Background: an optimization exercise with open tools, aiming at small area. Do not read the settings as production practice.
The RTL was checked by simulation tests, not by an equivalence proof against the original design.
Power is estimated from default activity; no workload was simulated.

// dcache
module dcache (
    input  logic         clk_i,
    input  logic         rst_i,
    input  logic         p_strobe_i,
    input  logic         p_rw_i,
    input  logic [3:0]   p_byte_en_i,
    input  logic [31:0]  p_addr_i,
    input  logic [31:0]  p_wdata_i,
    output logic         p_ready_o,
    output logic [31:0]  p_rdata_o,
    output logic         m_strobe_o,
    output logic         m_rw_o,
    output logic [31:0]  m_addr_o,
    output logic [127:0] m_data_o,
    input  logic         m_ready_i,
    input  logic [127:0] m_data_i
);
For scale: ~7700 cells after synthesis, ~2700 flip-flops.
==> flow/config.mk <==
export PLATFORM = sky130hd
export DESIGN_NAME = dcache
export DESIGN_NICKNAME = dcache
export VERILOG_FILES = /design/flow/design.v
export SDC_FILE = /design/flow/constraint.sdc
export NUM_CORES = 4
export LEC_CHECK = 0
export CAP_MARGIN = 20
export CORE_MARGIN = 2
export CORE_UTILIZATION = 70
export SLEW_MARGIN = 20
==> flow/constraint.sdc <==
create_clock -name core_clock -period 10.0 [get_ports {clk_i}]
set_input_delay 2.0000 -clock core_clock [delete_from_list [all_inputs] [get_ports {clk_i}]]
set_output_delay 2.0000 -clock core_clock [all_outputs]
set_load 0.01 [all_outputs]
standard.sh (not shown) runs the stock make flow with config.mk's settings and CLKGATE_MAP_FILE= SYNTH_SCRIPT=/design/flow/synth_recipe.tcl, a recipe that flattens the netlist after the stock synthesis.
==> flow/flow/run.sh <==
#!/bin/bash
# The standard ORFS layout (standard.sh), with these changes:
#  * synthesis maps the logic with an area-oriented ABC script (delay
#    relaxed); everything else in ORFS's scripts folder is used unchanged,
#    from a copy made here;
#  * port buffers use the smallest buffer instead of clkdlybuf4s50_1;
#  * clock tree: no dummy loads, clustered sinks on clkbuf_8 leaves.
# Each make run writes its full output to a log file in this folder.
set -euo pipefail
W=$PWD
rm -rf "$W/scripts_abc"
cp -r "$FLOW_HOME/scripts" "$W/scripts_abc"
cat > "$W/scripts_abc/abc_speed.script" <<'EOS'
&get -n
&st
&dch -x
&nf -R 1000
&put
topo
stime -c
dnsize -c
EOS
export BUFFER_PORTS_ARGS="-buffer_cell sky130_fd_sc_hd__buf_1"
export CTS_ARGS="-sink_clustering_enable -repair_clock_nets -dont_use_dummy_load -sink_clustering_size 16 -sink_clustering_max_diameter 50 -buf_list sky130_fd_sc_hd__clkbuf_8"
bash standard.sh "SCRIPTS_DIR=$W/scripts_abc" finish > flow_standard.log 2>&1
Change:
--- a/flow/design.v
+++ b/flow/design.v
@@ -231,31 +231,39 @@
                       state_q == WB2 || state_q == RF || state_q == RF2 ||
                       state_q == RDONE;
     always_comb
     begin
         for (int w = 0; w < 2; w++)
         begin
             we_way[w] = fill_now ? (victim == 1'(w)) : (hit_now && way_hit[w]);
             for (int r = 0; r < 2; r++)
                 tag_we[w][r] = tag_win && (victim == 1'(w)) && (idx[2] == 1'(r)) &&
                                (cnt_q == ~idx[1:0]);
         end
     end
+    logic [3:0][3:0] src_wd;
+    always_comb
+    begin
+        for (int k = 0; k < 4; k++)
+            for (int b = 0; b < 4; b++)
+                src_wd[k][b] = !fill_now || (rw_q && offh_q[k] && be_q[b]);
+    end
     always_comb
     begin
         for (int k = 0; k < 4; k++)
             for (int b = 0; b < 4; b++)
                 wbus[k*32 + b*8 +: 8] =
-                    (!fill_now || (rw_q && offh_q[k] && be_q[b])) ? wd_q[b*8 +: 8] :
-                    (state_q == RF) ? m_data_i[k*32 + b*8 +: 8] : fill_q[k*32 + b*8 +: 8];
+                    ({8{src_wd[k][b]}} & wd_q[b*8 +: 8]) |
+                    ({8{!src_wd[k][b] && state_q == RF}} & m_data_i[k*32 + b*8 +: 8]) |
+                    ({8{!src_wd[k][b] && state_q != RF}} & fill_q[k*32 + b*8 +: 8]);
     end
     always_comb
     begin
         for (int w = 0; w < 2; w++)
             for (int p = 0; p < 4; p++)
                 for (int k = 0; k < 4; k++)
                     for (int b = 0; b < 4; b++)
                         wmask[w][p][k*32 + b*8 +: 8] =
                             {8{we_way[w] && idx[2:1] == 2'(p) &&
                                (fill_now || (offh_q[k] && be_q[b]))}};
     end
     logic         sel_way;
@@ -272,16 +280,18 @@
                          | ({128{dsel_q[2*p]   && wsel[w]}} & dat_a[w][p])
                          | ({128{dsel_q[2*p+1] && wsel[w]}} & dat_b[w][p]);
     end
     always_comb
     begin
         p_rdata_o = '0;
         for (int k = 0; k < 4; k++)
             p_rdata_o = p_rdata_o | ({32{offh_q[k]}} & line_sel[k*32 +: 32]);
     end
     assign p_ready_o  = ((state_q == LOOKUP) && hit) || (state_q == RDONE);
     assign m_strobe_o = (state_q == WB) || (state_q == RF);
     assign m_rw_o     = (state_q == WB);
-    assign m_addr_o   = {m_rw_o ? way_tag[sel_way] : tag, idx, 4'b0000};
+    assign m_addr_o   = {({TAG_BITS{m_rw_o && !victim}} & way_tag[0]) |
+                         ({TAG_BITS{m_rw_o &&  victim}} & way_tag[1]) |
+                         ({TAG_BITS{!m_rw_o}}           & tag), idx, 4'b0000};
     assign m_data_o   = line_sel;
 endmodule
 `default_nettype wire
=> Clock power barely changes. Setup slack gets better by 290 ps. Sequential share of layout area increases by 0.55 points. Area after synthesis decreases slightly. Via count decreases by a few percent. Sequential power decreases by a few percent. Design area decreases slightly. Core utilization increases by 0.22 points. First-iteration DRC count increases slightly. Final cell count decreases by a few percent.

-- port drivers added, routing unchanged --
No port has a modelled driver above. Below, the same layouts with a new extraction and two added sets of constraints.
Step 1, drivers: a clkbuf_16 drives clk_i and a buf_2 each remaining input, both assumed.
Step 2, shift: input delay + t, output delay - t, t = (earliest + latest rising clock arrival at the registers) / 2. This alone moves slack from input paths to output paths.
a / b / c = no drivers / after step 1 / after step 2; a / b = the first two.
run	shift t [ns]	slack for setup (ns)	worst setup path after step 2	worst data-port slew with drivers (ns)
the first run	1.023	0.401 / 0.316 / 1.340	register to output	0.15
the second run	0.991	0.686 / 0.611 / 1.602	register to output	0.15
After both steps setup and hold are still met in every run listed.
